What follows belongs to an exercise in optimizing a design on an open flow for small area; a production flow would make more cautious choices. Only simulation tests tie the RTL to the original design; equivalence was not proved. Power figures rest on the tool's default switching activity, not on a simulated workload.

File: flow/design.v
`default_nettype none
package wb_pkg;
	localparam int ADDR_W = 32;
	localparam int DATA_W = 64;
	localparam int OFFSET_W = 3;
	localparam int ID_W = 4;
	localparam int LINE_W = ADDR_W + DATA_W;
	typedef logic [ADDR_W-1:0] addr_t;
	typedef logic [DATA_W-1:0] data_t;
	typedef logic [ID_W-1:0] axi_id_t;
	typedef enum logic {
		WBQ_IDLE,	 
		WBQ_READY	 
	} wbq_state_t;
endpackage
`default_nettype wire
`default_nettype none
module wb_subsys #(
	parameter int NUM_BANKS  = 4,
	parameter int FIFO_DEPTH = 4
) (
	input  logic            clk,
	input  logic            rst_n,
	input  logic            evict_i,
	input  wb_pkg::addr_t   evict_addr_i,
	input  wb_pkg::data_t   evict_data_i,
	output logic            evict_afull_o,
	output wb_pkg::axi_id_t awid_o,
	output wb_pkg::addr_t   awaddr_o,
	output logic            awvalid_o,
	input  logic            awready_i,
	output wb_pkg::axi_id_t wid_o,
	output wb_pkg::data_t   wdata_o,
	output logic            wvalid_o,
	input  logic            wready_i
);
	localparam int N     = 10;	 
	localparam int HI_W  = wb_pkg::ADDR_W - 5;	 
	localparam int ENT_W = HI_W + wb_pkg::DATA_W;
	logic [2:0]     cnt_q [4];	 
	logic [3:0]     req_q;	 
	logic [1:0]     last_q;
	logic           locked_q;
	logic [1:0]     lock_idx_q;
	logic [N-1:0]   v_q;
	logic [1:0]     bank_q [N];
	logic [1:0]     pos_q  [N];
	logic [ENT_W-1:0] mem  [N];
	logic [1:0] pick;
	logic       found;
	logic [1:0] sel;
	logic       valid;
	logic       handshake;
	logic [3:0] gnt;
	always_comb begin
		pick  = last_q;
		found = 1'b0;
		for (int i = 1; i <= 4; i++) begin
			if (!found && req_q[2'(int'(last_q) + i)]) begin
				pick  = 2'(int'(last_q) + i);
				found = 1'b1;
			end
		end
	end
	assign sel       = locked_q ? lock_idx_q : pick;
	assign valid     = locked_q || found;
	assign handshake = valid && awready_i && wready_i;
	always_comb begin
		for (int k = 0; k < 4; k++) gnt[k] = handshake && (sel == 2'(k));
	end
	always_ff @(posedge clk) begin
		if (!rst_n) begin
			last_q     <= '0;
			locked_q   <= 1'b0;
			lock_idx_q <= '0;
		end else if (handshake) begin
			last_q   <= sel;
			locked_q <= 1'b0;
		end else if (valid) begin
			locked_q   <= 1'b1;
			lock_idx_q <= sel;
		end
	end
	logic [1:0] pb;
	logic       push;
	logic [3:0] push_k;
	logic [N-1:0] we;
	assign pb   = evict_addr_i[4:3];
	assign push = evict_i && !cnt_q[pb][2];	 
	always_comb begin
		for (int k = 0; k < 4; k++) push_k[k] = push && (pb == 2'(k));
	end
	always_comb begin
		logic taken;
		taken = 1'b0;
		for (int i = 0; i < N; i++) begin
			we[i] = push && !v_q[i] && !taken;
			taken = taken || !v_q[i];
		end
	end
	always_ff @(posedge clk) begin
		for (int k = 0; k < 4; k++) begin
			if (!rst_n) begin
				cnt_q[k] <= '0;
				req_q[k] <= 1'b0;
			end else begin
				cnt_q[k] <= cnt_q[k] + 3'(push_k[k]) - 3'(gnt[k]);
				req_q[k] <= req_q[k] ? !gnt[k] : (cnt_q[k] != '0);
			end
		end
	end
	assign evict_afull_o = (cnt_q[0] >= 3'd3) || (cnt_q[1] >= 3'd3) ||
	                       (cnt_q[2] >= 3'd3) || (cnt_q[3] >= 3'd3);
	always_ff @(posedge clk) begin
		for (int i = 0; i < N; i++) begin
			if (!rst_n) begin
				v_q[i] <= 1'b0;
			end else if (we[i]) begin
				v_q[i] <= 1'b1;
			end else if (v_q[i] && gnt[bank_q[i]] && pos_q[i] == '0) begin
				v_q[i] <= 1'b0;
			end
		end
	end
	always_ff @(posedge clk) begin
		for (int i = 0; i < N; i++) begin
			if (we[i]) begin
				bank_q[i] <= pb;
				pos_q[i]  <= 2'(cnt_q[pb] - 3'(gnt[pb]));
			end else if (gnt[bank_q[i]]) begin
				pos_q[i]  <= pos_q[i] - 2'd1;
			end
		end
	end
	always_ff @(posedge clk) begin
		for (int i = 0; i < N; i++) begin
			if (we[i]) mem[i] <= {evict_addr_i[wb_pkg::ADDR_W-1:5], evict_data_i};
		end
	end
	logic [N-1:0]     hit;
	logic [ENT_W-1:0] line;
	always_comb begin
		line = '0;
		for (int i = 0; i < N; i++) begin
			hit[i] = v_q[i] && pos_q[i] == '0 && bank_q[i] == sel;
			line   = line | ({ENT_W{hit[i]}} & mem[i]);
		end
	end
	assign awvalid_o = valid;
	assign wvalid_o  = valid;
	assign awid_o    = wb_pkg::axi_id_t'(sel);
	assign wid_o     = wb_pkg::axi_id_t'(sel);
	assign awaddr_o  = {line[wb_pkg::DATA_W +: HI_W], sel, 3'b000};
	assign wdata_o   = line[wb_pkg::DATA_W-1:0];
endmodule
`default_nettype wire
File: flow/run.sh
#!/bin/bash
# synth_recipe.tcl (not shown) runs the flow's synth.tcl, then flattens the netlist and writes it again
# the make line also repeats each setting of config.mk as NAME=value (left out here)
make -C /OpenROAD-flow-scripts/flow DESIGN_CONFIG=/design/flow/config.mk WORK_HOME=/design/flow/orfs CLKGATE_MAP_FILE= SYNTH_SCRIPT=/design/flow/synth_recipe.tcl finish
File: flow/constraint.sdc
create_clock -name core_clock -period 6.0 [get_ports {clk}]
set_input_delay 1.2000 -clock core_clock [delete_from_list [all_inputs] [get_ports {clk}]]
set_output_delay 1.2000 -clock core_clock [all_outputs]
set_load 0.01 [all_outputs]
File: flow/config.mk
export PLATFORM = sky130hd
export DESIGN_NAME = wb_subsys
export DESIGN_NICKNAME = wb_subsys
export VERILOG_FILES = /design/flow/design.v
export SDC_FILE = /design/flow/constraint.sdc
export NUM_CORES = 4
export LEC_CHECK = 0
export CAP_MARGIN = 20
export CORE_MARGIN = 2
export CORE_UTILIZATION = 40
export SLEW_MARGIN = 20
==> results.ini, run 1 <==
[status]
outcome=finished clean

[timing]
slew_headroom_pct=32.0
achievable-frequency_ghz=0.174
worst_pin_slew_ns=1.02
finalCriticalPeriod_ns=5.74
skew_ns=0.0244
hold_viol=0
fin_crit_sh_pct=95.7
finalSetupViolations=0
setup_total_negative_slack_ns=0
finalMaxSlewViolations=0
setup_repair_after_global_routing_missed_its_margin=true

[setup_path]
worst-path-max-fanout=18
setup.worst_path.start=last_q[0]$_SDFFE_PN0P_
critPathKind=flop to output port
worstReg2RegEnd=cnt_q[0][2]$_SDFF_PN0_
startpoint_type=flop
r2r_start=last_q[0]$_SDFFE_PN0P_
worstPathRequired_ns=4.80
worst_reg_to_reg_path_cell_count=14
reg2reg_slack_ns=2.16
cp-endpoint=wdata_o[25]
worstPathArrival_ns=4.54
setup.worst_path.end_class=output port

[cells_and_area]
area_delta_synth_final_pct=19.0
drive_gt1_share_pct=10.3
finish.net_count=2828
final.fill_count=8018

[global_routing]
number_of_global_route_vias_before_repair=24400
maximum_number_of_pins_on_one_net_before_global_route_repair=65
initial_antenna_violation_count=14
grt_first_pass_wirelength_um=157000
grt_overflow_total=0
gr-usage-all-layers_pct=21.4

[floorplan]
design.core.area_um2=95300
die_outline_height_um=314
die_w_um=314
std_cell_rows=113
io_pins=208
initial_utilization_pct=40.5
design.die.area_um2=98900

[clocking]
clk_latency_ns=0.67
max-clock-path-buffers=3
cts_hold_buffers=0
cts_inserted_buffers=98
htree_num_levels=3
clkSlewWorstSetupHoldPaths_ns=0.06
clock-root-buffer=sky130_fd_sc_hd__clkbuf_16
cts_tree=yes
cts_sinks=981

[placement]
detailedPlacementHpwl_um=56800
portBuffers=197
gp_congestion=0.760

[synthesis]
synth_warnings=5
syn-mean-instance-area_um2=15.4
netlist_area_before_placement_um2=38500
netlist-cell-type-count=62
netlist_instances=2509
synth-edff-count=950
ys_seq_elements=981
synth_sequential_area_ratio_pct=75.6
postSynth.topFlopCell=sky130_fd_sc_hd__edfxtp_1
async_reset_ff_share_pct=0

[routing]
wl_per_cell_um=26.4
vias=24100
met3WireLength_um=8920
drt_iter0_drc=3010
firstDrtPassIters=9
detail_route.wirelength.met1_um=44300
highest-signal-layer=met5
route.met2.wl_um=51600
detail_route.drc_violations=0
drt-vias-per-instance=5.95
antenna_violating_nets_post_route=0
totalWireLength_um=107000

[min_path]
min_delay_src=lock_idx_q[1]$_SDFFE_PN0P_
path_type_of_the_worst_min_delay_path=flop to flop

[run]
max-cap-violations=0

[pwr]
ir_drop_mv=0.410
leakage_nw=14.3
finalPower_w=0.0188
pwr_density_cell_nw_per_um2=410

cell type report:
cell class	instances	area [um2]	area share, %
well taps	1265	1580	3.45
inverters	46	173	0.376
clock buffers	113	2530	5.51
multi-input cells	1291	8520	18.6
flip-flops and latches	981	29100	63.5
diodes	8	20.0	0.0436
repair buffers	282	3060	6.67
clock inverters	73	860	1.87
layer usage:
| layer | global-route usage [%] | vias to the layer above |
|---|---|---|
| li1 | - | 10400 |
| met3 | 3.70 | 168 |
| met2 | 35.3 | 1125 |
| met1 | 28.7 | 12400 |
| met4 | 7.05 | 8 |
| met5 | 0 | - |
worst max-delay path: stages, from the launching register on:
cell and delay [ns]:
sky130_fd_sc_hd__dfxtp_1 0.56, sky130_fd_sc_hd__nor2b_4 0.10, sky130_fd_sc_hd__nor3_2 0.57, sky130_fd_sc_hd__or2_1 0.40, sky130_fd_sc_hd__buf_4 0.26, sky130_fd_sc_hd__o311a_1 0.26, sky130_fd_sc_hd__and4_4 0.44, sky130_fd_sc_hd__buf_4 0.37
sky130_fd_sc_hd__a221oi_1 0.16, sky130_fd_sc_hd__nand3_1 0.16, sky130_fd_sc_hd__clkdlybuf4s50_1 0.56
kinds of logic after synthesis:
family          synth area share [%]
flops                           75.6
simple gates                    10.9
compound gates                  8.38
buf+inv                         2.95
fa+ha+maj                      0.954
mux                            0.782
xor+xnor                       0.383
other cells                  0.00973
cells in the mapped netlist, types with 31 or more instances:
master | instances | area [um2]
sky130_fd_sc_hd__a221oi_1 | 78 | 683
sky130_fd_sc_hd__nand3_1 | 95 | 475
sky130_fd_sc_hd__inv_1 | 45 | 169
sky130_fd_sc_hd__dfxtp_1 | 31 | 621
sky130_fd_sc_hd__edfxtp_1 | 950 | 28500
sky130_fd_sc_hd__a222oi_1 | 113 | 1130
sky130_fd_sc_hd__a2111oi_0 | 92 | 806
sky130_fd_sc_hd__clkbuf_1 | 131 | 492
sky130_fd_sc_hd__buf_2 | 32 | 160
sky130_fd_sc_hd__nor3_1 | 292 | 1460
sky130_fd_sc_hd__nor3b_1 | 68 | 510
sky130_fd_sc_hd__nor2_1 | 44 | 165
sky130_fd_sc_hd__nand2_1 | 299 | 1120
report_power, final:
part,internal [W],switching [W]
clock,0.00375,0.00262
combinational,0.00117,0.00334
sequential,0.00779,0.000135
repair_timing:
item                       CTS  global route
hold endpoints to repair     0             0
gates cloned                 0             1
pin swaps                    1             1
setup endpoints to repair   74            14
gates resized for setup      1             8
buffers inserted             3             0
registers in the layout (all words and copies together) (netlist names):
name,cells
req_q,4
pos_q,20
last_q,2
cnt_q,12
mem,910
v_q,10
locked_q,1
lock_idx_q,2
bank_q,20
worst min path at each step:
stage,slack (ns),depth (start not counted),endpoint
global route,0.57,2,lock_idx_q[1]$_SDFFE_PN0P_
floorplan,0.50,2,lock_idx_q[1]$_SDFFE_PN0P_
global placement,0.52,2,lock_idx_q[1]$_SDFFE_PN0P_
CTS,0.54,2,lock_idx_q[1]$_SDFFE_PN0P_
finish,0.54,2,lock_idx_q[1]$_SDFFE_PN0P_
detailed placement,0.54,2,lock_idx_q[1]$_SDFFE_PN0P_
placed cells by master (no fill, tap or decap), types with 23 or more instances in the layout:
master and instances:
sky130_fd_sc_hd__a2111oi_0 88, sky130_fd_sc_hd__nor3_1 289, sky130_fd_sc_hd__clkbuf_16 98, sky130_fd_sc_hd__inv_1 45, sky130_fd_sc_hd__buf_4 48, sky130_fd_sc_hd__a222oi_1 113
sky130_fd_sc_hd__nor2_1 39, sky130_fd_sc_hd__nor3b_1 67, sky130_fd_sc_hd__ha_1 23, sky130_fd_sc_hd__buf_12 35, sky130_fd_sc_hd__nand2_1 299, sky130_fd_sc_hd__dfxtp_1 31
sky130_fd_sc_hd__nand3_1 95, sky130_fd_sc_hd__edfxtp_1 950, sky130_fd_sc_hd__clkdlybuf4s50_1 197, sky130_fd_sc_hd__a221oi_1 78
through the flow:
| step | setup slack [ns] | area (um2) | std cells | util, % | hold WS, ns |
|---|---|---|---|---|---|
| 2_1_floorplan | 0.0652 | 38600 | 2515 | - | 0.497 |
| 3_3_place_gp | 0.578 | 42400 | 3861 | 44.5 | 0.521 |
| 3_5_place_dp | 0.442 | 42400 | 3861 | 44.5 | 0.538 |
| 4_1_cts | 0.0417 | 45800 | 4050 | 48.1 | 0.543 |
| 5_1_grt | -0.0399 | 45900 | 4056 | 48.1 | 0.571 |
| 6_report | 0.258 | 45900 | 4059 | 48.2 | 0.536 |
==> inputs of run 2 (changes only) <==
--- a/flow/design.v
+++ b/flow/design.v
@@ -140,11 +140,16 @@
 	logic [N-1:0]     hit;
 	logic [ENT_W-1:0] line;
 	always_comb begin
-		line = '0;
 		for (int i = 0; i < N; i++) begin
 			hit[i] = v_q[i] && pos_q[i] == '0 && bank_q[i] == sel;
-			line   = line | ({ENT_W{hit[i]}} & mem[i]);
 		end
+	end
+	for (genvar j = 0; j < ENT_W; j++) begin : g_line
+		logic [N-1:0] col;
+		for (genvar i = 0; i < N; i++) begin : g_col
+			assign col[i] = mem[i][j];
+		end
+		wb_line_mux #(.N(N)) u_mux (.hit_i(hit), .d_i(col), .q_o(line[j]));
 	end
 	assign awvalid_o = valid;
 	assign wvalid_o  = valid;
@@ -154,3 +159,32 @@
 	assign wdata_o   = line[wb_pkg::DATA_W-1:0];
 endmodule
 `default_nettype wire
+`default_nettype none
+module wb_line_mux #(
+	parameter int N = 10
+) (
+	input  logic [N-1:0] hit_i,
+	input  logic [N-1:0] d_i,
+	output logic         q_o
+);
+	logic [3:0] t_n;
+	wb_aoi3 u_t0 (.s_i(hit_i[2:0]), .d_i(d_i[2:0]), .y_no(t_n[0]));
+	wb_aoi3 u_t1 (.s_i(hit_i[5:3]), .d_i(d_i[5:3]), .y_no(t_n[1]));
+	wb_aoi3 u_t2 (.s_i(hit_i[8:6]), .d_i(d_i[8:6]), .y_no(t_n[2]));
+	assign t_n[3] = !(hit_i[9] && d_i[9]);
+	wb_nand4 u_or (.a_i(t_n), .y_no(q_o));
+endmodule
+module wb_aoi3 (
+	input  logic [2:0] s_i,
+	input  logic [2:0] d_i,
+	output logic       y_no
+);
+	assign y_no = !(|(s_i & d_i));
+endmodule
+module wb_nand4 (
+	input  logic [3:0] a_i,
+	output logic       y_no
+);
+	assign y_no = !(&a_i);
+endmodule
+`default_nettype wire
--- a/flow/config.mk
+++ b/flow/config.mk
@@ -5,7 +5,10 @@
 export SDC_FILE = /design/flow/constraint.sdc
 export NUM_CORES = 4
 export LEC_CHECK = 0
-export CAP_MARGIN = 20
+export CAP_MARGIN = 0
 export CORE_MARGIN = 2
 export CORE_UTILIZATION = 40
-export SLEW_MARGIN = 20
+export CTS_BUF_LIST = sky130_fd_sc_hd__clkbuf_8
+export SLEW_MARGIN = 0
+export SYNTH_HIERARCHICAL = 1
+export SYNTH_MINIMUM_KEEP_SIZE = 0
==> run 2 against run 1 <==
- total power shrank 23%
- design area decreased by 8.3%
- register-to-register slack improved by 0.73 ns
==> results.ini, run 2 <==
[setup_path]
worstPathArrival_ns=4.54  ; about the same
r2r_start=req_q[1]$_SDFF_PN0_
critPathKind=flop to output port
setup.worst_path.start=req_q[1]$_SDFF_PN0_
worst-path-max-fanout=37  ; +19
worstPathRequired_ns=4.80  ; about the same
setup.worst_path.end_class=output port
startpoint_type=flop

[clocking]
cts_inserted_buffers=156  ; +59%
clkSlewWorstSetupHoldPaths_ns=0.06  ; about the same
cts_hold_buffers=0  ; unchanged
cts_tree=yes
clock-root-buffer=sky130_fd_sc_hd__clkbuf_8
clk_latency_ns=0.81  ; +0.14 ns
htree_num_levels=4  ; +1
max-clock-path-buffers=3  ; unchanged
cts_sinks=981  ; unchanged

[cells_and_area]
drive_gt1_share_pct=12.0  ; +1.7 points
finalInstanceArea_um2=42100  ; -8.3%
stdcell_count=3424  ; -16%
most_common_cell_after_layout_fill_and_taps_aside=sky130_fd_sc_hd__edfxtp_1
layout_common_cells=sky130_fd_sc_hd__edfxtp_1 (950), sky130_fd_sc_hd__a222oi_1 (273), sky130_fd_sc_hd__clkdlybuf4s50_1 (197)
largest_register=mem
area_delta_synth_final_pct=20.2
biggestRegsByFlops=mem x910, bank_q x20, pos_q x20
finish.net_count=2270  ; -20%
max_ffs_per_register=910  ; unchanged

[synthesis]
syn-mean-instance-area_um2=20.0  ; +30%
postSynth.topFlopCell=sky130_fd_sc_hd__edfxtp_1
netlist.area_leader.share_pct=81.5  ; +7.5 points
yosys-top-cells-area=sky130_fd_sc_hd__edfxtp_1 (81%), sky130_fd_sc_hd__a222oi_1 (7.8%), sky130_fd_sc_hd__dfxtp_1 (1.8%)
ys_seq_elements=981  ; unchanged
synth-edff-count=950  ; unchanged
netlist-cell-type-count=63  ; +1.6%
most_frequent_cell_after_synthesis=sky130_fd_sc_hd__edfxtp_1
synth_commonest_cells=sky130_fd_sc_hd__edfxtp_1 (950), sky130_fd_sc_hd__a222oi_1 (273), sky130_fd_sc_hd__nand2_1 (108)
synth_warnings=11  ; +6
netlist_instances=1749  ; -30%
synth.largest_area_cell=sky130_fd_sc_hd__edfxtp_1
async_reset_ff_share_pct=0  ; unchanged
synth_sequential_area_ratio_pct=83.2  ; +7.6 points
netlist_area_before_placement_um2=35000  ; -9.2%

[global_routing]
gr-usage-all-layers_pct=19.6  ; -1.7 points
grt_first_pass_wirelength_um=129000  ; -18%
maximum_number_of_pins_on_one_net_before_global_route_repair=75  ; +15%
number_of_global_route_vias_before_repair=20000  ; -18%
grt_overflow_total=0  ; unchanged
initial_antenna_violation_count=10  ; -4

[timing]
finalCriticalPeriod_ns=5.74  ; -0.00195 ns
finalSetupViolations=0  ; unchanged
hold_viol=0  ; unchanged
achievable-frequency_ghz=0.174  ; about the same
setup_repair_after_global_routing_missed_its_margin=false
layout_setup_ws_ns=0.260  ; +0.00195 ns
fin_crit_sh_pct=95.7  ; about the same
finalMaxSlewViolations=0  ; unchanged
slew_headroom_pct=45.3  ; +13 points
skew_ns=0.0435  ; +0.0190 ns
worst_pin_slew_ns=0.818  ; -0.201 ns

[routing]
firstDrtPassIters=7  ; -2
wl_per_cell_um=26.3  ; -0.38%
drt_iter0_drc=2498  ; -17%
totalWireLength_um=90200  ; -16%
vias=19700  ; -18%
drt-vias-per-instance=5.76  ; -3.2%
detail_route.drc_violations=0  ; unchanged
antenna_violating_nets_post_route=0  ; unchanged

[floorplan]
initial_utilization_pct=40.4  ; -0.093 points
design.die.area_um2=89900  ; -9.1%
die_w_um=300  ; -4.6%
design.core.area_um2=86800  ; -9.0%
io_pins=208  ; unchanged
die_outline_height_um=300  ; -4.6%
std_cell_rows=108  ; -4.4%

[placement]
detailedPlacementHpwl_um=43700  ; -23%
gp_congestion=0.720  ; -5.3%
detailedPlace.worstSlack_ns=0.877  ; +0.435 ns
placedInstanceArea_um2=39200  ; -7.6%
portBuffers=197  ; unchanged
placed_cells=3134  ; -19%

[status]
outcome=finished clean

[min_path]
path_type_of_the_worst_min_delay_path=flop to flop
min_delay_src=req_q[0]$_SDFF_PN0_

[run]
max-cap-violations=0  ; unchanged

[pwr]
ir_drop_mv=0.290  ; -29%
leakage_nw=13.5  ; -5.9%
pwr_density_cell_nw_per_um2=346  ; -16%

-- run 2: cell families (layout without fill, tap and decap cells) --
group | Yosys count | after routing | synth area share, %
adders and majority gates | 27 | 27 | 1.05
xor gates and xnor gates | 19 | 19 | 0.475
DFF | 981 | 981 | 83.2
AOI/OAI and AO/OA | 326 | 326 | 8.88
muxes | 25 | 25 | 0.804
buffers and inverters | 71 | 578 | 0.943
other | 1 | 12 | 0.0107
and+or+nand+nor | 299 | 301 | 4.58
-- run 2: area by class of cell --
class,count,area [um2]
well taps,1155,1450
inverters,46,178
flip-flops and latches,981,29100
fillers,7224,44700
multi-input cells,705,5760
clock inverters,118,567
repair buffers,252,2730
clock buffers,162,2230
diodes,5,12.5
-- run 2: modules after synthesis (local to each module, per instance), excerpt --
| module | cells inside | cell area [um2] |
|---|---|---|
| wb_aoi3 | 1 | 10.0 |
| wb_nand4 | 1 | 6.26 |
| wb_subsys | 1294 | 31400 |
-- run 2: timing repair --
item / CTS / global route
pin swaps: 1 / 1
gates resized for setup: 1 / 3
hold endpoints to repair: 0 / 0
setup endpoints to repair: 4 / 66
gates cloned: 1 / 1
buffers inserted: 3 / 0
-- run 2: final timing paths --
check / slack (ns) / to / cells past startpoint
max: 0.26 / awaddr_o[16] / 10
min: 0.49 / req_q[0]$_SDFF_PN0_ / 1
max reg2reg: 2.89 / cnt_q[3][2]$_SDFF_PN0_ / 13
min reg2reg: 0.49 / req_q[0]$_SDFF_PN0_ / 1
-- run 2: metrics by stage --
stage	hold WS, ns	util (%)	TNS, ns	power (W)
5_1_grt	0.547	48.5	0	0.0151
3_5_place_dp	0.487	45.2	0	0.00956
2_1_floorplan	0.450	-	-30.24	0.00888
3_3_place_gp	0.475	45.2	0	0.00952
4_1_cts	0.497	48.4	0	0.0147
6_report	0.493	48.5	0	0.0146
-- run 2: report_power, final --
group	switching (W)	leakage (nW)	total, W	internal (W)
sequential	0.000111	8.85	0.00790	0.00779
clock	0.00249	1.67	0.00511	0.00262
combinational	0.000945	2.96	0.00155	0.000607
total	0.00355	13.5	0.0146	0.0110
-- run 2: worst max-delay path, stage by stage, from the launching register on --
cell and delay, ns:
sky130_fd_sc_hd__dfxtp_1 0.35, sky130_fd_sc_hd__nor2b_2 0.18, sky130_fd_sc_hd__nor3_2 0.21, sky130_fd_sc_hd__o21a_1 0.44
sky130_fd_sc_hd__nor3_1 0.17, sky130_fd_sc_hd__nor4b_4 0.58, sky130_fd_sc_hd__and2_4 0.46, sky130_fd_sc_hd__buf_12 0.29
sky130_fd_sc_hd__a222oi_1 0.16, sky130_fd_sc_hd__nand4_1 0.23, sky130_fd_sc_hd__clkdlybuf4s50_1 0.59
-- run 2: per-layer routing --
metal | up-vias | wire (um) | track usage [%]
li1 | 8566 | - | -
met2 | 901 | 44200 | 32.5
met5 | - | 58 | 0
met1 | 10100 | 36700 | 26.0
met4 | 10 | 2110 | 6.43
met3 | 163 | 7130 | 4.12
==> inputs of run 3 (changes only) <==
==> flow/config.mk (replaced) <==
export PLATFORM = sky130hd
export DESIGN_NAME = wb_subsys
export DESIGN_NICKNAME = wb_subsys
export VERILOG_FILES = /design/flow/design.v
export SDC_FILE = /design/flow/constraint.sdc
export NUM_CORES = 4
export LEC_CHECK = 0
export CAP_MARGIN = 20
export CORE_MARGIN = 2
export CORE_UTILIZATION = 40
export CTS_BUF_LIST = sky130_fd_sc_hd__clkbuf_4
export SLEW_MARGIN = 20
export SYNTH_HIERARCHICAL = 1
export SYNTH_MINIMUM_KEEP_SIZE = 0
==> run 3 against run 2 <==
- final cell count rose by 4.0%
- clock skew rose by 0.048 ns
- non-clock buffer count rose by 3
- clock power rose by 3%
- die area did not move
- sequential share of layout area fell by 0.39 points
- design area rose by 0.56%
- synthesized area did not move
- still clean on timing, DRC and antenna
- via count rose by 2.9%
- first-iteration DRC count rose by 5.4%
- worst setup slack improved by 0.042 ns
- synthesized cell count did not move
==> results.ini, run 3 <==
[status]
outcome=finished clean

[timing]
slew_headroom_pct=43.4  ; -1.9 points
achievable-frequency_ghz=0.175  ; +0.73%
finalCriticalPeriod_ns=5.70  ; -0.0419 ns
layout_setup_ws_ns=0.301  ; +0.0419 ns
skew_ns=0.0916  ; +0.0481 ns
hold_viol=0  ; unchanged
setup_repair_after_global_routing_missed_its_margin=false
worst_pin_slew_ns=0.846  ; +0.0280 ns
finalSetupViolations=0  ; unchanged
finalMaxSlewViolations=0  ; unchanged
setup_total_negative_slack_ns=0  ; unchanged
fin_crit_sh_pct=95.0  ; -0.70 points

[synthesis]
syn-mean-instance-area_um2=20.0  ; unchanged
synth-edff-count=950  ; unchanged
yosys-top-cells-area=sky130_fd_sc_hd__edfxtp_1 (81%), sky130_fd_sc_hd__a222oi_1 (7.8%), sky130_fd_sc_hd__dfxtp_1 (1.8%)
synth_sequential_area_ratio_pct=83.2  ; unchanged
netlist_area_before_placement_um2=35000  ; unchanged
synth_commonest_cells=sky130_fd_sc_hd__edfxtp_1 (950), sky130_fd_sc_hd__a222oi_1 (273), sky130_fd_sc_hd__nand2_1 (108)
netlist-cell-type-count=63  ; unchanged
synth.largest_area_cell=sky130_fd_sc_hd__edfxtp_1
async_reset_ff_share_pct=0  ; unchanged
postSynth.topFlopCell=sky130_fd_sc_hd__edfxtp_1
netlist.area_leader.share_pct=81.5  ; unchanged
synth_warnings=11  ; unchanged
netlist_instances=1749  ; unchanged
most_frequent_cell_after_synthesis=sky130_fd_sc_hd__edfxtp_1
ys_seq_elements=981  ; unchanged

[cells_and_area]
layout_common_cells=sky130_fd_sc_hd__edfxtp_1 (950), sky130_fd_sc_hd__clkbuf_4 (342), sky130_fd_sc_hd__a222oi_1 (273)
max_ffs_per_register=910  ; unchanged
drive_gt1_share_pct=19.2  ; +7.2 points
area_delta_synth_final_pct=20.8
stdcell_count=3560  ; +4.0%
finalInstanceArea_um2=42300  ; +0.56%
largest_register=mem
biggestRegsByFlops=mem x910, bank_q x20, pos_q x20
postLayoutCoreUtil_pct=48.8  ; +0.27 points
finish.net_count=2356  ; +3.8%
most_common_cell_after_layout_fill_and_taps_aside=sky130_fd_sc_hd__edfxtp_1

[pwr]
ir_drop_mv=0.291  ; +0.37%
power.internal_w=0.0111  ; +0.86%
seq_power_share_pct=53.6  ; -0.6 points
leakage_nw=13.6  ; +0.84%
netSwitchingPower_w=0.00362  ; +2.0%
power_frac_clock_pct=35.7  ; +0.6 points
pwr_density_cell_nw_per_um2=348  ; +0.56%
p_sw_share_pct=24.6  ; +0.20 points
power_frac_comb_pct=10.7  ; about the same

[floorplan]
die_outline_height_um=300  ; unchanged
design.core.area_um2=86800  ; unchanged
io_pins=208  ; unchanged
die_w_um=300  ; unchanged
std_cell_rows=108  ; unchanged
initial_utilization_pct=40.4  ; unchanged
design.die.area_um2=89900  ; unchanged

[routing]
wl_per_cell_um=25.4  ; -3.4%
drt_iter0_drc=2634  ; +5.4%
detail_route.drc_violations=0  ; unchanged
antenna_violating_nets_post_route=0  ; unchanged
drt-vias-per-instance=5.69  ; -1.1%
totalWireLength_um=90600  ; +0.40%
firstDrtPassIters=7  ; unchanged
vias=20300  ; +2.9%

[global_routing]
grt_overflow_total=0  ; unchanged
maximum_number_of_pins_on_one_net_before_global_route_repair=75  ; unchanged
initial_antenna_violation_count=8  ; -2
gr-usage-all-layers_pct=19.9  ; +0.27 points
number_of_global_route_vias_before_repair=20900  ; +4.7%
grt_first_pass_wirelength_um=131000  ; +1.6%

[placement]
placed_cells=3134  ; unchanged
placedInstanceArea_um2=39200  ; unchanged
portBuffers=197  ; unchanged
detailedPlace.worstSlack_ns=0.877  ; unchanged
detailedPlacementHpwl_um=43700  ; unchanged
gp_congestion=0.720  ; unchanged

[clocking]
clkSlewWorstSetupHoldPaths_ns=0.07  ; about the same
max-clock-path-buffers=3  ; unchanged
cts_hold_buffers=0  ; unchanged
cts_tree=yes
clk_latency_ns=1.11  ; +0.30 ns
htree_num_levels=4  ; unchanged
cts_sinks=981  ; unchanged
cts_inserted_buffers=239  ; +53%
clock-root-buffer=sky130_fd_sc_hd__clkbuf_4

[min_path]
worst_hold_path.num_cells=1  ; unchanged
min_to=req_q[0]$_SDFF_PN0_
min_delay_src=req_q[0]$_SDFF_PN0_
path_type_of_the_worst_min_delay_path=flop to flop

[setup_path]
worst_reg_to_reg_path_cell_count=11  ; -2
reg2reg_slack_ns=2.85  ; -0.04 ns
critPathKind=flop to output port
worst-path-max-fanout=20  ; -46%
startpoint_type=flop
worstReg2RegEnd=cnt_q[1][2]$_SDFF_PN0_
setup.worst_path.end_class=output port
worstPathRequired_ns=4.80  ; about the same
worstPathArrival_ns=4.50  ; -0.04 ns
r2r_start=locked_q$_SDFFE_PP0P_

[run]
max-cap-violations=0  ; unchanged

## run 3: kinds of logic after synthesis
| kind of cell | Yosys count | synth area share [%] |
|---|---|---|
| other | 1 | 0.0107 |
| DFF | 981 | 83.2 |
| muxes | 25 | 0.804 |
| AOI/OAI and AO/OA | 326 | 8.88 |
| adders and majority gates | 27 | 1.05 |
| xor gates and xnor gates | 19 | 0.475 |
| and+or+nand+nor | 299 | 4.58 |
| buffers and inverters | 71 | 0.943 |
## run 3: how the worst max path moves through the flow
stage | start | slack (ns) | end
floorplan | evict_addr_i[3] | -0.33 | bank_q[7][0]$_DFFE_PP_
finish | req_q[3]$_SDFF_PN0_ | 0.30 | wdata_o[15]
detailed placement | req_q[1]$_SDFF_PN0_ | 0.88 | wdata_o[13]
global route | req_q[3]$_SDFF_PN0_ | 0.002 | wdata_o[15]
CTS | req_q[3]$_SDFF_PN0_ | -0.004 | awaddr_o[16]
global placement | req_q[1]$_SDFF_PN0_ | 0.96 | wdata_o[13]
## run 3: Yosys stat by module, one instance, submodules excluded, excerpt
| module | copies in the design | area, um2 | cells |
|---|---|---|---|
| wb_aoi3 | 273 | 10.0 | 1 |
| wb_nand4 | 91 | 6.26 | 1 |
| wb_subsys | 1 | 31400 | 1294 |
## run 3: area by class of cell
cell class / count / area, um2
multi-input combinational: 705 / 5790
clock buffer: 342 / 2570
tap: 1155 / 1450
clock inverter: 69 / 397
inverter: 46 / 180
sequential: 981 / 29100
fill: 7245 / 44400
antenna: 7 / 17.5
timing repair buffer: 255 / 2760
## run 3: metal layers
metal	vias up	share of wire (%)	GRT usage, %
li1	8888	-	-
met5	-	0.053	0
met3	132	8.2	4.48
met1	10200	40	25.7
met4	8	1.9	7.17
met2	1013	50	33.1
## run 3: what timing repair did
item | 4_1_cts | 5_1_grt
pin swaps | 3 | 2
gates cloned | 2 | 0
endpoints found under the setup margin | 91 | 39
resized for setup | 7 | 7
setup buffers | 4 | 2
## run 3: critical path, cell delays in order, from the launching register on
cell	delay [ns]
sky130_fd_sc_hd__dfxtp_1	0.43
sky130_fd_sc_hd__nor2_1	0.07
sky130_fd_sc_hd__nor4_1	0.27
sky130_fd_sc_hd__a221o_1	0.21
sky130_fd_sc_hd__buf_4	0.33
sky130_fd_sc_hd__xor2_2	0.26
sky130_fd_sc_hd__and4b_4	0.25
sky130_fd_sc_hd__buf_12	0.15
sky130_fd_sc_hd__buf_12	0.17
sky130_fd_sc_hd__a222oi_1	0.37
sky130_fd_sc_hd__nand4_1	0.29
sky130_fd_sc_hd__clkdlybuf4s50_1	0.56
## run 3: metrics by stage
stage	total power, W	hold slack [ns]
after floorplan	0.00888	0.450
after global placement	0.00952	0.475
after detailed placement	0.00956	0.487
after CTS	0.0149	0.508
after global routing	0.0154	0.547
final	0.0147	0.503
## run 3: power groups by stage
stage,Clock [W],Sequential [W],Combinational [W]
detailed placement,0,0.00804,0.00153
global route,0.00577,0.00791,0.00172
floorplan,0,0.00802,0.000864
CTS,0.00541,0.00789,0.00157
finish,0.00526,0.00789,0.00158
global placement,0,0.00802,0.00149
==> inputs of run 4 (changes only) <==
==> flow/flow/run.sh (new file) <==
#!/bin/bash
# Standard ORFS layout with two changes: port buffers use the smallest buffer
# cell, and CTS uses larger sink clusters without dummy loads.
set -o pipefail
export BUFFER_PORTS_ARGS="-buffer_cell sky130_fd_sc_hd__buf_1"
export CTS_ARGS="-sink_clustering_enable -repair_clock_nets -buf_list sky130_fd_sc_hd__clkbuf_16 -sink_clustering_size 30 -sink_clustering_max_diameter 80 -dont_use_dummy_load"
bash standard.sh > standard.log 2>&1
==> flow/standard.sh (new file) <==
#!/bin/bash
# synth_recipe.tcl (not shown) runs the flow's synth.tcl, then flattens the netlist and writes it again
# the make line also repeats each setting of config.mk as NAME=value (left out here)
make -C /OpenROAD-flow-scripts/flow DESIGN_CONFIG=/design/flow/config.mk WORK_HOME=/design/flow/orfs CLKGATE_MAP_FILE= SYNTH_SCRIPT=/design/flow/synth_recipe.tcl "${@:-finish}"
==> flow/config.mk (replaced) <==
export PLATFORM = sky130hd
export DESIGN_NAME = wb_subsys
export DESIGN_NICKNAME = wb_subsys
export VERILOG_FILES = /design/flow/design.v
export SDC_FILE = /design/flow/constraint.sdc
export NUM_CORES = 4
export LEC_CHECK = 0
export CAP_MARGIN = 0
export CORE_MARGIN = 2
export CORE_UTILIZATION = 40
export CTS_BUF_LIST = sky130_fd_sc_hd__clkbuf_8
export SLEW_MARGIN = 0
export SYNTH_HIERARCHICAL = 1
export SYNTH_MINIMUM_KEEP_SIZE = 0
removed: flow/run.sh
==> run 4 against run 3 <==
- synthesized cell count stayed put
- worst hold slack better by 0.017 ns
- non-clock buffer count is 9 lower
- sequential cell count stayed put
- still clean on timing, DRC and antenna
- total power is 15% lower
- combinational power is 15% lower
- sequential share of layout area is 5.9 points higher
- utilization is 3.9 points lower
- largest power group unchanged
- wire length is 2.5% lower
- critical endpoint is now awaddr_o[16]
- via count is 6.4% lower
==> results.ini, run 4 <==
[synthesis]
netlist-cell-type-count=63  ; unchanged
syn-mean-instance-area_um2=20.0  ; unchanged
netlist.area_leader.share_pct=81.5  ; unchanged
synth.largest_area_cell=sky130_fd_sc_hd__edfxtp_1
adder_cell_share_of_the_synthesized_area_pct=1.05  ; unchanged
postSynth.topFlopCell=sky130_fd_sc_hd__edfxtp_1
async_reset_ff_share_pct=0  ; unchanged
synth-edff-count=950  ; unchanged
simple_gate_share_of_the_synthesized_area_pct=4.58  ; unchanged
netlist_instances=1749  ; unchanged
yosys-top-cells-area=sky130_fd_sc_hd__edfxtp_1 (81%), sky130_fd_sc_hd__a222oi_1 (7.8%), sky130_fd_sc_hd__dfxtp_1 (1.8%)
synth_commonest_cells=sky130_fd_sc_hd__edfxtp_1 (950), sky130_fd_sc_hd__a222oi_1 (273), sky130_fd_sc_hd__nand2_1 (108)
synth.mux.area_fraction_pct=0.804  ; unchanged
synth_compound_gate_area_share_pct=8.88  ; unchanged
dominant_combinational_cell_family_by_area_after_synthesis=compound AO/OA/AOI/OAI gates
most_frequent_cell_after_synthesis=sky130_fd_sc_hd__edfxtp_1
synth_warnings=11  ; unchanged
ys_seq_elements=981  ; unchanged
synth_xor_area_share_pct=0.475  ; unchanged
synth_sequential_area_ratio_pct=83.2  ; unchanged
netlist_area_before_placement_um2=35000  ; unchanged

[setup_path]
critPathKind=flop to output port
cells_along_the_critical_path=nor2b_2 > nor3_2 > o21ai_1 > nand2_1 > clkinv_1 > xnor2_1 > and4b_4 > buf_4 > a222oi_1 > nand4_1 > buf_1
worst-path-max-fanout=25  ; +25%
worstPathArrival_ns=4.39  ; -0.11 ns
cpPeakStageDelay_ns=0.70  ; +0.14 ns
setup.worst_path.end_class=output port
worstPathRequired_ns=4.80  ; about the same
startpoint_type=flop
crit_path_top_delay_cell=sky130_fd_sc_hd__and4b_4

[min_path]
path_type_of_the_worst_min_delay_path=flop to flop

[clocking]
max-clock-path-buffers=3  ; unchanged
cts_tree=yes
post_cts.resized_instances=0  ; -7
clk_latency_ns=0.61  ; -0.50 ns
cts_inserted_buffers=44  ; -82%
clkSlewWorstSetupHoldPaths_ns=0.11  ; +0.04 ns
clock-root-buffer=sky130_fd_sc_hd__clkbuf_16
htree_num_levels=2  ; -2
postCtsSetupRepairBufs=0  ; -4
cts_hold_buffers=0  ; unchanged
cts_sinks=981  ; unchanged

[timing]
setup_total_negative_slack_ns=0  ; unchanged
achievable-frequency_ghz=0.179  ; +1.9%
fin_hold_ws_ns=0.520  ; +0.0170 ns
setup_repair_after_global_routing_missed_its_margin=false
hold_viol=0  ; unchanged
finalSetupViolations=0  ; unchanged
layout_setup_ws_ns=0.410  ; +0.109 ns
finalCriticalPeriod_ns=5.59  ; -0.109 ns
fin_crit_sh_pct=93.2  ; -1.8 points
finalMaxSlewViolations=0  ; unchanged
worst_pin_slew_ns=0.797  ; -0.0494 ns
skew_ns=0.0872  ; -0.00433 ns
slew_headroom_pct=46.9  ; +3.5 points

[placement]
portBuffers=197  ; unchanged
placed_cells=3131  ; -0.096%
gp_congestion=0.728  ; +1.2%
detailedPlacementHpwl_um=43600  ; -0.29%
detailedPlace.worstSlack_ns=1.06  ; +0.183 ns

[routing]
drt-vias-per-instance=5.97  ; +4.8%
totalWireLength_um=88400  ; -2.5%
detail_route.drc_violations=0  ; unchanged
drt_iter0_drc=2751  ; +4.4%
wl_per_cell_um=27.8  ; +9.3%
firstDrtPassIters=7  ; unchanged
antenna_violating_nets_post_route=0  ; unchanged
vias=19000  ; -6.4%

[floorplan]
die_outline_height_um=300  ; unchanged
std_cell_rows=108  ; unchanged
io_pins=208  ; unchanged
design.die.area_um2=89900  ; unchanged
design.core.area_um2=86800  ; unchanged
die_w_um=300  ; unchanged
initial_utilization_pct=40.4  ; unchanged

[cells_and_area]
final.fill_count=7460  ; +3.0%
postLayoutCoreUtil_pct=44.9  ; -3.9 points
drive_gt1_share_pct=6.29  ; -13 points
layout_common_cells=sky130_fd_sc_hd__edfxtp_1 (950), sky130_fd_sc_hd__a222oi_1 (273), sky130_fd_sc_hd__buf_1 (197)
area_delta_synth_final_pct=11.3
largest_register=mem
stdcell_count=3178  ; -11%
max_ffs_per_register=910  ; unchanged
most_common_cell_after_layout_fill_and_taps_aside=sky130_fd_sc_hd__edfxtp_1
biggestRegsByFlops=mem x910, bank_q x20, pos_q x20
finish.net_count=2150  ; -8.7%

[global_routing]
initial_antenna_violation_count=8  ; unchanged
gr-usage-all-layers_pct=19.2  ; -0.69 points
grt_first_pass_wirelength_um=127000  ; -2.7%
number_of_global_route_vias_before_repair=19000  ; -9.0%
maximum_number_of_pins_on_one_net_before_global_route_repair=94  ; +25%
grt_overflow_total=0  ; unchanged

[pwr]
leakage_nw=11.8  ; -13%
ir_drop_mv=0.174  ; -40%
pwr_density_cell_nw_per_um2=320  ; -8.1%

[status]
outcome=finished clean

[run]
max-cap-violations=0  ; unchanged

[run 4: cell counts after synthesis]
Identical to the previous run, type by type.
[run 4: final timing paths]
path / startpoint / cells past startpoint / slack [ns] / to
setup / recovery: req_q[1]$_SDFF_PN0_ / 11 / 0.41 / awaddr_o[16]
hold / removal: req_q[0]$_SDFF_PN0_ / 1 / 0.52 / req_q[0]$_SDFF_PN0_
setup reg to reg: req_q[1]$_SDFF_PN0_ / 13 / 2.74 / cnt_q[3][2]$_SDFF_PN0_
hold reg to reg: req_q[0]$_SDFF_PN0_ / 1 / 0.52 / req_q[0]$_SDFF_PN0_
[run 4: final cells by class]
class	instances	area [um2]	share of cell area (%)
Sequential cell	981	29100	74.8
Clock buffer	44	1100	2.83
Timing Repair Buffer	246	1360	3.48
Antenna cell	3	7.51	0.0193
Inverter	46	178	0.456
Tap cell	1155	1450	3.71
Multi-Input combinational cell	703	5730	14.7
[run 4: per-stage QoR]
step,cell area [um2],total power [W]
floorplan,35200,0.00888
global placement,37900,0.00934
detailed placement,37900,0.00940
CTS,39000,0.0126
global route,39000,0.0129
finish,39000,0.0125
[run 4: critical path: cells and delay by family (launching register included)]
kind | cells | cell delay [ns]
simple gates | 5 | 1.54
compound gates | 2 | 0.35
flops | 1 | 0.37
buf+inv | 3 | 1.02
xor+xnor | 1 | 0.49
[run 4: metal layers]
metal | routed length [um] | track usage (%)
met1 | 36600 | 26.6
met4 | 1460 | 3.74
met3 | 7020 | 3.01
met2 | 43200 | 32.5
met5 | 77 | 0
[run 4: cells by family (layout without fill, tap and decap cells)]
kind of cell | count (synthesis) | in the layout
AO/OA/AOI/OAI | 326 | 326
XOR/XNOR | 19 | 19
AND/OR/NAND/NOR | 299 | 299
buffers and inverters | 71 | 336
adder cells (fa/ha/maj) | 27 | 27
flip-flops | 981 | 981
other | 1 | 10
multiplexers | 25 | 25
[run 4: power breakdown]
part           switching [W]  internal (W)
combinational       0.000924      0.000419
clock                0.00193       0.00132
sequential          0.000112       0.00777
[run 4: per-module statistics from Yosys, one instance, submodules excluded, a selection]
module	times used	cells	cell area, um2
wb_subsys	1	1294	31400
wb_aoi3	273	1	10.0
wb_nand4	91	1	6.26
==> inputs of run 5 (changes only) <==
==> flow/flow/run.sh (replaced) <==
#!/bin/bash
# Standard ORFS layout with two changes: port buffers use the smallest buffer
# cell, and CTS uses larger sink clusters without dummy loads.
set -o pipefail
export BUFFER_PORTS_ARGS="-buffer_cell sky130_fd_sc_hd__buf_1"
export CTS_ARGS="-sink_clustering_enable -repair_clock_nets -buf_list sky130_fd_sc_hd__clkbuf_8 -sink_clustering_size 16 -sink_clustering_max_diameter 60 -dont_use_dummy_load"
bash standard.sh > standard.log 2>&1
==> run 5 against run 4 <==
- still clean on timing, DRC and antenna
- total power decreased by 0.80%
- sequential share of layout area about the same
- critical path depth unchanged
- worst hold slack got worse by 0.0073 ns
- die area unchanged
- sequential cell count unchanged
- non-clock buffer count unchanged
- clock skew about the same
- utilization about the same
- synthesized cell count unchanged
- clock power decreased by 3%
- critical path type unchanged
- critical endpoint unchanged
==> results.ini, run 5 <==
[timing]
worst_pin_slew_ns=0.806  ; +0.00944 ns
finalCriticalPeriod_ns=5.61  ; +0.0218 ns
fin_crit_sh_pct=93.5  ; +0.36 points
fin_hold_ws_ns=0.512  ; -0.00730 ns
skew_ns=0.0873  ; +0.0000702 ns
setup_repair_after_global_routing_missed_its_margin=false
finalMaxSlewViolations=0  ; unchanged
hold_viol=0  ; unchanged
slew_headroom_pct=46.1  ; -0.78 points
achievable-frequency_ghz=0.178  ; -0.39%
layout_setup_ws_ns=0.388  ; -0.0218 ns
finalSetupViolations=0  ; unchanged

[global_routing]
maximum_number_of_pins_on_one_net_before_global_route_repair=94  ; unchanged
number_of_global_route_vias_before_repair=19300  ; +1.5%
grt_first_pass_wirelength_um=128000  ; +0.62%
initial_antenna_violation_count=9  ; +1
grt_overflow_total=0  ; unchanged
gr-usage-all-layers_pct=19.4  ; +0.22 points

[min_path]
path_type_of_the_worst_min_delay_path=flop to flop
worst_hold_path.num_cells=1  ; unchanged
min_to=req_q[1]$_SDFF_PN0_
min_delay_src=req_q[1]$_SDFF_PN0_

[cells_and_area]
area_delta_synth_final_pct=11.3  ; about the same
layout_common_cells=sky130_fd_sc_hd__edfxtp_1 (950), sky130_fd_sc_hd__a222oi_1 (273), sky130_fd_sc_hd__buf_1 (197)
drive_gt1_share_pct=7.88  ; +1.6 points
multi_input_area_um2=5730  ; unchanged
max_ffs_per_register=910  ; unchanged
ff_latch_area_um2=29100  ; unchanged
biggestRegsByFlops=mem x910, bank_q x20, pos_q x20
final.fill_count=7467  ; +0.094%
finish.net_count=2185  ; +1.6%
most_common_cell_after_layout_fill_and_taps_aside=sky130_fd_sc_hd__edfxtp_1
largest_register=mem

[floorplan]
die_outline_height_um=300  ; unchanged
io_pins=208  ; unchanged
design.die.area_um2=89900  ; unchanged
design.core.area_um2=86800  ; unchanged
initial_utilization_pct=40.4  ; unchanged
die_w_um=300  ; unchanged
std_cell_rows=108  ; unchanged

[routing]
firstDrtPassIters=8  ; +1
drt-vias-per-instance=5.91  ; -1.0%
totalWireLength_um=88800  ; +0.46%
antenna_violating_nets_post_route=0  ; unchanged
detail_route.drc_violations=0  ; unchanged
wl_per_cell_um=27.6  ; -0.69%
drt_iter0_drc=2621  ; -4.7%
vias=19000  ; +0.14%

[status]
outcome=finished clean

[setup_path]
setup.worst_path.end_class=output port
critPathKind=flop to output port
worstReg2RegEnd=cnt_q[3][2]$_SDFF_PN0_
startpoint_type=flop
worst-path-max-fanout=25  ; unchanged
worstPathArrival_ns=4.41  ; +0.02 ns
worstPathRequired_ns=4.80  ; about the same
reg2reg_slack_ns=2.80  ; +0.06 ns
r2r_start=req_q[2]$_SDFF_PN0_
worst_reg_to_reg_path_cell_count=13  ; unchanged

[placement]
detailedPlacementHpwl_um=43600  ; unchanged
detailedPlace.worstSlack_ns=1.06  ; unchanged
gp_congestion=0.728  ; unchanged
portBuffers=197  ; unchanged

[synthesis]
netlist_area_before_placement_um2=35000  ; unchanged
yosys-top-cells-area=sky130_fd_sc_hd__edfxtp_1 (81%), sky130_fd_sc_hd__a222oi_1 (7.8%), sky130_fd_sc_hd__dfxtp_1 (1.8%)
synth_sequential_area_ratio_pct=83.2  ; unchanged
async_reset_ff_share_pct=0  ; unchanged
most_frequent_cell_after_synthesis=sky130_fd_sc_hd__edfxtp_1
postSynth.topFlopCell=sky130_fd_sc_hd__edfxtp_1
synth_commonest_cells=sky130_fd_sc_hd__edfxtp_1 (950), sky130_fd_sc_hd__a222oi_1 (273), sky130_fd_sc_hd__nand2_1 (108)
synth-edff-count=950  ; unchanged
netlist-cell-type-count=63  ; unchanged
ys_seq_elements=981  ; unchanged
netlist.area_leader.share_pct=81.5  ; unchanged
syn-mean-instance-area_um2=20.0  ; unchanged
netlist_instances=1749  ; unchanged
synth_warnings=11  ; unchanged
synth.largest_area_cell=sky130_fd_sc_hd__edfxtp_1

[clocking]
clock-root-buffer=sky130_fd_sc_hd__clkbuf_8
max-clock-path-buffers=3  ; unchanged
cts_hold_buffers=0  ; unchanged
htree_num_levels=3  ; +1
clk_latency_ns=0.69  ; +0.08 ns
cts_sinks=981  ; unchanged
cts_tree=yes
post_cts.resized_instances=0  ; unchanged
cts_inserted_buffers=79  ; +80%
postCtsSetupRepairBufs=0  ; unchanged
clkSlewWorstSetupHoldPaths_ns=0.10  ; about the same

[pwr]
finalPower_w=0.0124  ; -0.80%
pwr_density_cell_nw_per_um2=318  ; -0.78%
ir_drop_mv=0.157  ; -9.8%
leakage_nw=11.8  ; +0.22%

[run]
max-cap-violations=0  ; unchanged

[run 5: cell counts after synthesis]
Identical to the previous run, type by type.
[run 5: Yosys stat by module, one instance, submodules excluded, excerpt]
module,area [um2],cells inside,times used
wb_subsys,31400,1294,1
wb_aoi3,10.0,1,273
wb_nand4,6.26,1,91
[run 5: kinds of logic after synthesis]
kind of cell,synth area share [%]
simple gates,4.58
xor+xnor,0.475
fa+ha+maj,1.05
compound gates,8.88
buf+inv,0.943
mux,0.804
flops,83.2
other cells,0.0107
[run 5: worst max path at each step]
stage	startpoint	end	slack, ns	cells past startpoint
floorplan	evict_addr_i[3]	bank_q[7][0]$_DFFE_PP_	-0.33	6
global placement	req_q[1]$_SDFF_PN0_	awaddr_o[16]	1.15	11
detailed placement	req_q[1]$_SDFF_PN0_	awaddr_o[16]	1.06	11
CTS	req_q[2]$_SDFF_PN0_	awaddr_o[16]	0.29	11
global route	req_q[2]$_SDFF_PN0_	wdata_o[34]	0.006	11
finish	req_q[2]$_SDFF_PN0_	awaddr_o[16]	0.39	11
[run 5: metrics by stage]
stage / instances / TNS, ns / area, um2 / utilization, %
after floorplan: 1755 / -30.24 / 35200 / -
after CTS: 3210 / 0 / 38900 / 44.9
after detailed placement: 3131 / 0 / 37900 / 43.6
after global placement: 3131 / 0 / 37900 / 43.6
final: 3215 / 0 / 39000 / 44.9
after global routing: 3214 / 0 / 39000 / 44.9
[run 5: per-layer routing]
metal  wire length, um  GRT usage [%]
met1             36700           26.5
met4              1360           4.39
met3              7560           3.67
met5                66              0
met2             43100           32.5
[run 5: final cells by class]
cell class / instances / area share [%]
antenna: 5 / 0.0321
clock buffer: 79 / 2.79
inverter: 46 / 0.456
multi-input combinational: 703 / 14.7
sequential: 981 / 74.8
tap: 1155 / 3.71
timing repair buffer: 246 / 3.48
[run 5: power breakdown]
part           internal (W)  leakage (nW)  switching, W
clock               0.00118         0.568       0.00197
combinational      0.000419          2.41      0.000920
sequential          0.00777          8.85      0.000112
[run 5: critical path: stages (launching register included)]
cell and delay, ns:
sky130_fd_sc_hd__dfxtp_1 0.42, sky130_fd_sc_hd__nor2_1 0.10, sky130_fd_sc_hd__a21oi_1 0.19, sky130_fd_sc_hd__o21ai_1 0.22, sky130_fd_sc_hd__nand2_1 0.24, sky130_fd_sc_hd__clkinv_1 0.38, sky130_fd_sc_hd__xnor2_1 0.50, sky130_fd_sc_hd__and4b_4 0.71
sky130_fd_sc_hd__buf_4 0.43, sky130_fd_sc_hd__a222oi_1 0.12, sky130_fd_sc_hd__nand4_1 0.23, sky130_fd_sc_hd__buf_1 0.18
==> inputs of run 6 (changes only) <==
==> flow/flow/run.sh (replaced) <==
#!/bin/bash
# Standard ORFS layout with two changes: port buffers use the smallest buffer
# cell, and CTS uses larger sink clusters without dummy loads.
set -o pipefail
export BUFFER_PORTS_ARGS="-buffer_cell sky130_fd_sc_hd__buf_1"
export CTS_ARGS="-sink_clustering_enable -repair_clock_nets -buf_list sky130_fd_sc_hd__clkbuf_8 -sink_clustering_size 18 -sink_clustering_max_diameter 60 -dont_use_dummy_load"
bash standard.sh > standard.log 2>&1
--- a/flow/config.mk
+++ b/flow/config.mk
@@ -7,8 +7,8 @@
 export LEC_CHECK = 0
 export CAP_MARGIN = 0
 export CORE_MARGIN = 2
-export CORE_UTILIZATION = 40
-export CTS_BUF_LIST = sky130_fd_sc_hd__clkbuf_8
+export CORE_UTILIZATION = 60
+export PLACE_DENSITY = 0.75
 export SLEW_MARGIN = 0
 export SYNTH_HIERARCHICAL = 1
 export SYNTH_MINIMUM_KEEP_SIZE = 0
==> run 6 against run 5 <==
- first-iteration DRC count rose by 21%
- die area fell by 33%
- synthesized area did not move
- clock skew fell by 0.022 ns
- final cell count fell by 12%
- critical path depth did not move
- wire length fell by 7.9%
- still clean on timing, DRC and antenna
- critical endpoint is now awaddr_o[18]
- design area fell by 1.6%
- global-route usage rose by 7.7 points
- worst setup slack improved by 0.0069 ns
==> results.ini, run 6 <==
[clocking]
htree_num_levels=3  ; unchanged
clock-root-buffer=sky130_fd_sc_hd__clkbuf_8
clkSlewWorstSetupHoldPaths_ns=0.11  ; about the same
clk_latency_ns=0.70  ; about the same
cts_sinks=981  ; unchanged
cts_hold_buffers=0  ; unchanged
max-clock-path-buffers=3  ; unchanged
cts_tree=yes
postCtsSetupRepairBufs=0  ; unchanged
cts_inserted_buffers=66  ; -16%
post_cts.resized_instances=0  ; unchanged

[timing]
hold_viol=0  ; unchanged
layout_setup_ws_ns=0.395  ; +0.00688 ns
skew_ns=0.0655  ; -0.0218 ns
achievable-frequency_ghz=0.178  ; +0.12%
fin_hold_ws_ns=0.509  ; -0.00316 ns
fin_crit_sh_pct=93.4  ; -0.11 points
worst_pin_slew_ns=1.24  ; +0.431 ns
setup_repair_after_global_routing_missed_its_margin=false
finalMaxSlewViolations=0  ; unchanged
slew_headroom_pct=17.3  ; -29 points
finalSetupViolations=0  ; unchanged
finalCriticalPeriod_ns=5.61  ; -0.00688 ns

[cells_and_area]
finish.net_count=2177  ; -0.37%
postLayoutCoreUtil_pct=66.5  ; +22 points
drive_gt1_share_pct=7.52  ; -0.36 points
largest_register=mem
most_common_cell_after_layout_fill_and_taps_aside=sky130_fd_sc_hd__edfxtp_1
biggestRegsByFlops=mem x910, bank_q x20, pos_q x20
max_ffs_per_register=910  ; unchanged
layout_common_cells=sky130_fd_sc_hd__edfxtp_1 (950), sky130_fd_sc_hd__a222oi_1 (273), sky130_fd_sc_hd__buf_1 (197)
area_delta_synth_final_pct=9.51

[pwr]
pwr_density_cell_nw_per_um2=315  ; -0.86%
leakage_nw=11.8  ; -0.53%
ir_drop_mv=0.252  ; +60%

[global_routing]
grt.met1_usage_pct=36.9  ; +10 points
maximum_number_of_pins_on_one_net_before_global_route_repair=81  ; -14%
grt_first_pass_wirelength_um=120000  ; -6.3%
globalRouteMet3Util_pct=5.18  ; +1.5 points
grtUsageMet2_pct=45.1  ; +13 points
number_of_global_route_vias_before_repair=19500  ; +1.2%
gr-usage-all-layers_pct=27.1  ; +7.7 points
busiest_layer=met2
grt_overflow_total=0  ; unchanged
initial_antenna_violation_count=10  ; +1

[routing]
drt_iter0_drc=3179  ; +21%
drt-vias-per-instance=6.87  ; +16%
antenna_violating_nets_post_route=0  ; unchanged
wl_per_cell_um=29.0  ; +5.1%
firstDrtPassIters=9  ; +1
detail_route.drc_violations=0  ; unchanged
totalWireLength_um=81800  ; -7.9%
vias=19400  ; +1.9%

[setup_path]
setup.worst_path.end_class=output port
worstPathRequired_ns=4.80  ; about the same
critical_path.top_delay_family=simple AND/OR/NAND/NOR gates
worstPathArrival_ns=4.41  ; about the same
r2r_start=req_q[2]$_SDFF_PN0_
setup.worst_path.start=req_q[2]$_SDFF_PN0_
worstReg2RegEnd=cnt_q[0][2]$_SDFF_PN0_
reg2reg_slack_ns=2.73  ; -0.07 ns
cp-endpoint=awaddr_o[18]
cells_along_the_critical_path=nor2_1 > a21oi_1 > o21ai_1 > nand2_1 > clkinv_1 > xnor2_1 > and4b_4 > buf_4 > a222oi_1 > nand4_1 > buf_1
path_buf_inv=3  ; unchanged
critPathKind=flop to output port
crit_path_top_delay_cell=sky130_fd_sc_hd__and4b_4
startpoint_type=flop
worst-path-max-fanout=39  ; +56%
cp_num_cells=11  ; unchanged
worst_reg_to_reg_path_cell_count=12  ; -1
cpPeakStageDelay_ns=0.79  ; +0.08 ns

[floorplan]
std_cell_rows=88  ; -19%
design.core.area_um2=57700  ; -33%
design.die.area_um2=60300  ; -33%
io_pins=208  ; unchanged
die_outline_height_um=246  ; -18%
initial_utilization_pct=60.7  ; +20 points
die_w_um=246  ; -18%

[synthesis]
netlist-cell-type-count=63  ; unchanged
netlist_area_before_placement_um2=35000  ; unchanged
postSynth.topFlopCell=sky130_fd_sc_hd__edfxtp_1
syn-mean-instance-area_um2=20.0  ; unchanged
netlist_instances=1749  ; unchanged
yosys-top-cells-area=sky130_fd_sc_hd__edfxtp_1 (81%), sky130_fd_sc_hd__a222oi_1 (7.8%), sky130_fd_sc_hd__dfxtp_1 (1.8%)
most_frequent_cell_after_synthesis=sky130_fd_sc_hd__edfxtp_1
synth.largest_area_cell=sky130_fd_sc_hd__edfxtp_1
synth_sequential_area_ratio_pct=83.2  ; unchanged
synth_warnings=11  ; unchanged
synth-edff-count=950  ; unchanged
synth_commonest_cells=sky130_fd_sc_hd__edfxtp_1 (950), sky130_fd_sc_hd__a222oi_1 (273), sky130_fd_sc_hd__nand2_1 (108)
ys_seq_elements=981  ; unchanged
netlist.area_leader.share_pct=81.5  ; unchanged
async_reset_ff_share_pct=0  ; unchanged

[placement]
detailedPlace.worstSlack_ns=1.16  ; +0.0958 ns
portBuffers=197  ; unchanged
gp_congestion=0.758  ; +4.1%
detailedPlacementHpwl_um=43500  ; -0.13%

[run]
max-cap-violations=0  ; unchanged

[min_path]
path_type_of_the_worst_min_delay_path=flop to flop

[status]
outcome=finished clean

-- run 6: kinds of logic (layout without fill, tap and decap cells) --
kind of cell | count (synthesis) | in the layout | synth area share [%]
DFF | 981 | 981 | 83.2
AOI/OAI and AO/OA | 326 | 326 | 8.88
and+or+nand+nor | 299 | 299 | 4.58
buffers and inverters | 71 | 363 | 0.943
adders and majority gates | 27 | 27 | 1.05
muxes | 25 | 25 | 0.804
xor gates and xnor gates | 19 | 19 | 0.475
other | 1 | 14 | 0.0107
-- run 6: per-module statistics from Yosys, one instance, submodules excluded, excerpt --
module,cells,flops+latches,area [um2],copies in the design
wb_subsys,1294,981,31400,1
wb_aoi3,1,0,10.0,273
wb_nand4,1,0,6.26,91
-- run 6: per-stage QoR --
step | cell area (um2) | instances | power, W | TNS, ns
2_1_floorplan | 35200 | 1755 | 0.00888 | -30.24
5_1_grt | 38300 | 2816 | 0.0125 | 0
3_3_place_gp | 37400 | 2746 | 0.00931 | 0
4_1_cts | 38300 | 2812 | 0.0121 | 0
6_report | 38300 | 2819 | 0.0121 | 0
3_5_place_dp | 37400 | 2746 | 0.00938 | 0
-- run 6: metal layers --
| layer | wire length [um] | up-vias |
|---|---|---|
| met2 | 40800 | 1221 |
| li1 | - | 8251 |
| met3 | 9210 | 138 |
| met4 | 1890 | 8 |
| met5 | 50 | - |
| met1 | 29800 | 9753 |
-- run 6: worst min path at each step --
stage	start	to	slack, ns	depth (start not counted)
2_1_floorplan	req_q[0]$_SDFF_PN0_	req_q[0]$_SDFF_PN0_	0.45	1
3_3_place_gp	req_q[0]$_SDFF_PN0_	req_q[0]$_SDFF_PN0_	0.47	1
3_5_place_dp	req_q[0]$_SDFF_PN0_	req_q[0]$_SDFF_PN0_	0.49	1
4_1_cts	req_q[0]$_SDFF_PN0_	req_q[0]$_SDFF_PN0_	0.51	1
5_1_grt	req_q[0]$_SDFF_PN0_	req_q[0]$_SDFF_PN0_	0.54	1
6_report	req_q[0]$_SDFF_PN0_	req_q[0]$_SDFF_PN0_	0.51	1
-- run 6: power breakdown --
part	leakage, nW	internal (W)	switching (W)	total, W
logic	2.44	0.000425	0.000908	0.00133
registers	8.85	0.00777	0.000114	0.00788
clock network	0.475	0.000995	0.00186	0.00286
-- run 6: area by class of cell --
cell class / count / area (um2)
antenna: 7 / 17.5
clock buffer: 66 / 908
fill: 3778 / 19400
inverter: 46 / 178
multi-input combinational: 703 / 5730
sequential: 981 / 29100
tap: 765 / 957
timing repair buffer: 251 / 1410
-- run 6: worst reg2reg max path: cells and delay by family (launching register included) --
family	cells	cell delay [ns]
fa+ha+maj	3	0.74
simple gates	4	0.92
xor+xnor	1	0.16
flops	1	0.43
buf+inv	2	0.43
compound gates	2	0.42

re-timing with driven ports:
The results above use ideal ports. As a check the final layouts listed here were re-extracted and re-timed, cells and wires unchanged.
Step 1 (the two cells are an assumption about what drives the block):
set clk [get_ports {clk}]
set_driving_cell -lib_cell sky130_fd_sc_hd__clkbuf_16 $clk
set_driving_cell -lib_cell sky130_fd_sc_hd__buf_2 [delete_from_list [all_inputs] $clk]
Step 2 also shifts input and output timing later by t, the mid clock arrival at the registers, as if the neighbouring blocks saw the same clock.
a / b / c = no drivers / after step 1 / after step 2; a / b = the first two.
| run | t, ns | setup WS [ns] | worst hold slack (ns) | worst data-port slew with drivers (ns) |
|---|---|---|---|---|
| run 1 | 0.730 | 0.258 / 0.193 / 0.847 | 0.536 / 0.536 / 0.536 | 0.12 |
| run 2 | 0.849 | 0.260 / 0.196 / 1.045 | 0.493 / 0.493 / 0.493 | 0.11 |
| run 3 | 1.126 | 0.301 / 0.239 / 1.229 | 0.503 / 0.503 / 0.503 | 0.12 |
| run 4 | 0.637 | 0.410 / 0.344 / 0.981 | 0.520 / 0.520 / 0.520 | 0.11 |
| run 5 | 0.711 | 0.388 / 0.324 / 1.035 | 0.512 / 0.512 / 0.512 | 0.12 |
| run 6 | 0.728 | 0.395 / 0.331 / 1.059 | 0.509 / 0.509 / 0.509 | 0.13 |
After both steps setup and hold are still met in every run listed.
